From an optimization exercise on the open Yosys and OpenROAD flow, aimed at small area, a short achievable clock period and few clock cycles per item; shortcuts taken in it are not production practice.
RTL that was checked went through simulation tests only; none was proved equivalent to the original.
Power is estimated from default activity; no workload was simulated.

== run 3 ==
// hue_chroma_key_alpha_unit
module hue_chroma_key_alpha_unit (
    input  logic                               aclk,
    input  logic                               aresetn,
    input  logic                               s_tvalid,
    output logic                               s_tready,
    input  logic [hcka_pkg::S_DATA_W-1:0]      s_tdata,    
    output logic                               m_tvalid,
    input  logic                               m_tready,
    output logic [hcka_pkg::M_DATA_W-1:0]      m_tdata,    
    input  logic                               cfg_wr_en,
    input  logic [hcka_pkg::CFG_IDX_W-1:0]     cfg_index,
    input  logic [hcka_pkg::CFG_W-1:0]         cfg_wdata
);
Size: about 1,100 cells after synthesis, roughly 94 flip-flops.
==> module hue_chroma_key_alpha_unit, before the edit <==
module hue_chroma_key_alpha_unit (
    input  logic                               aclk,
    input  logic                               aresetn,
    input  logic                               s_tvalid,
    output logic                               s_tready,
    input  logic [hcka_pkg::S_DATA_W-1:0]      s_tdata,    
    output logic                               m_tvalid,
    input  logic                               m_tready,
    output logic [hcka_pkg::M_DATA_W-1:0]      m_tdata,    
    input  logic                               cfg_wr_en,
    input  logic [hcka_pkg::CFG_IDX_W-1:0]     cfg_index,
    input  logic [hcka_pkg::CFG_W-1:0]         cfg_wdata
);
    logic [BQ_W-1:0] lo_q_reg, hi_q_reg;
    logic [8:0]      lo_rb_reg, hi_rb_reg;    
    logic [BQ_W-1:0] wr_q_ge, wr_q_gt;
    logic [BR_W-1:0] wr_r_ge, wr_r_gt;
    logic              rg_neg, rb_neg, gb_neg;
    logic [CH_W-1:0]   delta, t;
    logic                en1, en2;
    logic                v1_reg;
    logic [S_DATA_W-1:0] s1_rgb_reg;
    logic [CH_W-1:0]     s1_delta_reg, s1_t_reg;
    logic                s1_rg_neg_reg, s1_rb_neg_reg, s1_gb_neg_reg;
    logic [5:0]          sext;
    logic [5:0]          lo_gt_mask, lo_eq_mask, hi_lt_mask, hi_eq_mask;
    logic                lo_lt, hi_le;
    logic                lo_in, hi_in;
    logic                key_reg;
    logic [S_DATA_W-1:0] rgb_reg;
    always_comb begin
        wr_q_ge = '0;
        wr_q_gt = '0;
        for (int k = 1; k <= 6; k++) begin
            if (cfg_wdata >= CFG_W'(60 * k)) wr_q_ge = BQ_W'(k);
            if (cfg_wdata >  CFG_W'(60 * k)) wr_q_gt = BQ_W'(k);
        end
    end
    assign wr_r_ge = {cfg_wdata[5:2] + {1'b0, wr_q_ge}, cfg_wdata[1:0]};
    assign wr_r_gt = {cfg_wdata[5:2] + {1'b0, wr_q_gt}, cfg_wdata[1:0]};
    always_ff @(posedge aclk) begin
        if (!aresetn) begin
            lo_q_reg <= LO_Q_RST;
            lo_rb_reg <= booth(LO_R_RST);
            hi_q_reg <= HI_Q_RST;
            hi_rb_reg <= booth(HI_R_RST);
        end else if (cfg_wr_en) begin
            unique case (cfg_index)
                REG_HUE_LOW:  begin lo_q_reg <= wr_q_ge; lo_rb_reg <= booth(wr_r_ge); end
                REG_HUE_HIGH: begin hi_q_reg <= wr_q_gt; hi_rb_reg <= booth(wr_r_gt); end
                default: ;
            endcase
        end
    end
    function automatic logic [8:0] booth(input logic [BR_W-1:0] r);
        logic [6:0] x;
        logic [2:0] one, two, neg;
        x = {r, 1'b0};
        for (int i = 0; i < 3; i++) begin
            one[i] = x[2*i+1] ^ x[2*i];
            two[i] = (x[2*i+2] & !x[2*i+1] & !x[2*i]) | (!x[2*i+2] & x[2*i+1] & x[2*i]);
            neg[i] = x[2*i+2];
        end
        booth = {neg, two, one};
    endfunction
    assign en2      = !m_tvalid || m_tready;
    assign en1      = !v1_reg || en2;
    assign s_tready = en1;
    always_ff @(posedge aclk) begin
        if (!aresetn) begin
            v1_reg   <= 1'b0;
            m_tvalid <= 1'b0;
        end else begin
            if (en1) v1_reg   <= s_tvalid;
            if (en2) m_tvalid <= v1_reg;
        end
    end
    hcka_sector u_sector (
        .red    (s_tdata[7:0]),
        .green  (s_tdata[15:8]),
        .blue   (s_tdata[23:16]),
        .rg_neg (rg_neg),
        .rb_neg (rb_neg),
        .gb_neg (gb_neg),
        .delta  (delta),
        .t      (t)
    );
    always_ff @(posedge aclk) begin
        if (en1) begin
            s1_rgb_reg    <= s_tdata;
            s1_delta_reg  <= delta;
            s1_t_reg      <= t;
            s1_rg_neg_reg <= rg_neg;
            s1_rb_neg_reg <= rb_neg;
            s1_gb_neg_reg <= gb_neg;
        end
    end
    hcka_sext u_sext (
        .rg_neg (s1_rg_neg_reg),
        .rb_neg (s1_rb_neg_reg),
        .gb_neg (s1_gb_neg_reg),
        .sext   (sext)
    );
    always_comb begin
        for (int k = 0; k < 6; k++) begin
            lo_gt_mask[k] = BQ_W'(k) >  lo_q_reg;
            lo_eq_mask[k] = BQ_W'(k) == lo_q_reg;
            hi_lt_mask[k] = BQ_W'(k) <  hi_q_reg;
            hi_eq_mask[k] = BQ_W'(k) == hi_q_reg;
        end
    end
    hcka_cmp_0 u_lo (.one(lo_rb_reg[2:0]), .two(lo_rb_reg[5:3]), .neg(lo_rb_reg[8:6]),
                     .d(s1_delta_reg), .t(s1_t_reg), .y(lo_lt));
    hcka_cmp_1 u_hi (.one(hi_rb_reg[2:0]), .two(hi_rb_reg[5:3]), .neg(hi_rb_reg[8:6]),
                     .d(s1_delta_reg), .t(s1_t_reg), .y(hi_le));
    assign lo_in = |(sext & lo_gt_mask) || (|(sext & lo_eq_mask) && lo_lt);
    assign hi_in = |(sext & hi_lt_mask) || (|(sext & hi_eq_mask) && !hi_le);
    always_ff @(posedge aclk) begin
        if (en2) begin
            key_reg <= lo_in && hi_in;
            rgb_reg <= s1_rgb_reg;
        end
    end
    assign m_tdata = {{CH_W{!key_reg}}, rgb_reg};
endmodule
==> flow/config.mk <==
export PLATFORM = sky130hd
export DESIGN_NAME = hue_chroma_key_alpha_unit
export DESIGN_NICKNAME = hue_chroma_key_alpha_unit
export VERILOG_FILES = /design/flow/design.v
export SDC_FILE = /design/flow/constraint.sdc
export NUM_CORES = 4
export LEC_CHECK = 0
export ABC_AREA = 1
export CAP_MARGIN = 20
export CORE_MARGIN = 2
export CORE_UTILIZATION = 40
export SETUP_SLACK_MARGIN = 2.2
export SLEW_MARGIN = 20
==> flow/constraint.sdc <==
create_clock -name core_clock -period 6.0 [get_ports {aclk}]
set_input_delay 1.2000 -clock core_clock [delete_from_list [all_inputs] [get_ports {aclk}]]
set_output_delay 1.2000 -clock core_clock [all_outputs]
set_load 0.01 [all_outputs]
standard.sh (not shown) runs the stock make flow with config.mk's settings and CLKGATE_MAP_FILE= SYNTH_SCRIPT=/design/flow/synth_recipe.tcl, a recipe that flattens the netlist after the stock synthesis.
==> flow/flow/run.sh <==
#!/bin/bash
# The standard layout (the standard.sh, unchanged synthesis), with plain buf_1 cells as
# the port buffers in place of the delay buffers that buffer_ports picks by default.
set -euo pipefail
export BUFFER_PORTS_ARGS="-buffer_cell sky130_fd_sc_hd__buf_1"
bash standard.sh finish > standard.log 2>&1
Testbench counts of run 3, summed over its fixed seeds: cycles 16,400, items 16,384.
What run 5 does differently from run 3 at the input level:
--- a/flow/design.v
+++ b/flow/design.v
@@ -461,12 +461,13 @@
     input  logic [hcka_pkg::CFG_IDX_W-1:0]     cfg_index,
     input  logic [hcka_pkg::CFG_W-1:0]         cfg_wdata
 );
     logic [BQ_W-1:0] lo_q_reg, hi_q_reg;
     logic [8:0]      lo_rb_reg, hi_rb_reg;    
-    logic [BQ_W-1:0] wr_q_ge, wr_q_gt;
-    logic [BR_W-1:0] wr_r_ge, wr_r_gt;
+    logic [BQ_W-1:0] wr_q_ge, wr_q_gt, wr_q;
+    logic [BR_W-1:0] wr_r;
+    logic [8:0]      wr_rb;
     logic              rg_neg, rb_neg, gb_neg;
     logic [CH_W-1:0]   delta, t;
     logic                en1, en2;
     logic                v1_reg;
     logic [S_DATA_W-1:0] s1_rgb_reg;
@@ -484,22 +485,23 @@
         for (int k = 1; k <= 6; k++) begin
             if (cfg_wdata >= CFG_W'(60 * k)) wr_q_ge = BQ_W'(k);
             if (cfg_wdata >  CFG_W'(60 * k)) wr_q_gt = BQ_W'(k);
         end
     end
-    assign wr_r_ge = {cfg_wdata[5:2] + {1'b0, wr_q_ge}, cfg_wdata[1:0]};
-    assign wr_r_gt = {cfg_wdata[5:2] + {1'b0, wr_q_gt}, cfg_wdata[1:0]};
+    assign wr_q  = (cfg_index == REG_HUE_HIGH) ? wr_q_gt : wr_q_ge;
+    assign wr_r  = {cfg_wdata[5:2] + {1'b0, wr_q}, cfg_wdata[1:0]};
+    assign wr_rb = booth(wr_r);
     always_ff @(posedge aclk) begin
         if (!aresetn) begin
             lo_q_reg <= LO_Q_RST;
             lo_rb_reg <= booth(LO_R_RST);
             hi_q_reg <= HI_Q_RST;
             hi_rb_reg <= booth(HI_R_RST);
         end else if (cfg_wr_en) begin
             unique case (cfg_index)
-                REG_HUE_LOW:  begin lo_q_reg <= wr_q_ge; lo_rb_reg <= booth(wr_r_ge); end
-                REG_HUE_HIGH: begin hi_q_reg <= wr_q_gt; hi_rb_reg <= booth(wr_r_gt); end
+                REG_HUE_LOW:  begin lo_q_reg <= wr_q; lo_rb_reg <= wr_rb; end
+                REG_HUE_HIGH: begin hi_q_reg <= wr_q; hi_rb_reg <= wr_rb; end
                 default: ;
             endcase
         end
     end
     function automatic logic [8:0] booth(input logic [BR_W-1:0] r);
==> comparison <==
- Run 5 ran to completion and came out clean on the timing, DRC and antenna checks.
- Going from run 3 to run 5, total routed wire length on the met1 layer saw little to no change; sequential share of power saw a decrease; relative max-transition margin saw an increase; post-synthesis cell count saw a decrease.
- Post-synthesis compound-gate area fraction: run 5 < run 3
- Compared with run 3, run 5 shows mean instance size in the synthesized netlist that has gone down slightly.
- Clock-pin slew on the worst setup and hold paths: run 5 vs run 3 up 0.02 ns
- Delta (run 5 minus run 3): power density of the placed cells grew by 3.6%; post-route standard cell area excluding fillers went down 0.34%.
- Any difference in sequential share of layout area between run 3 and run 5 is small enough to ignore.
- Per the comparison of run 5 with run 3, die height fell 1.0 µm, total power shows an increase of about 3.2%.
For run 5, only the layout was checked, not whether the RTL still works.

-- afterwards: timing with drivers on the ports --
Ports are ideal in the flow. The routed layouts listed here were re-timed in OpenROAD. Step 1 assumes that a clkbuf_16 drives the clock port and a buf_2 every other input. Step 2, shift: input delay + t, output delay - t, t = (earliest + latest rising clock arrival at the registers) / 2. This alone moves slack from input paths to output paths. a / b / c = no drivers / after step 1 / after step 2; a / b = the first two.
run | shift t [ns] | setup slack, ns | hold WS [ns]
run 3 | 0.396 | 2.131 / 2.131 / 2.131 | 0.422 / 0.422 / 0.422
run 5 | 0.395 | 2.074 / 2.074 / 2.042 | 0.411 / 0.411 / 0.411
After both steps setup and hold are still met in every run listed. For run 5, which loses most, drivers alone change the setup slack by 0.000 ns; drivers and shift together by -0.032 ns.
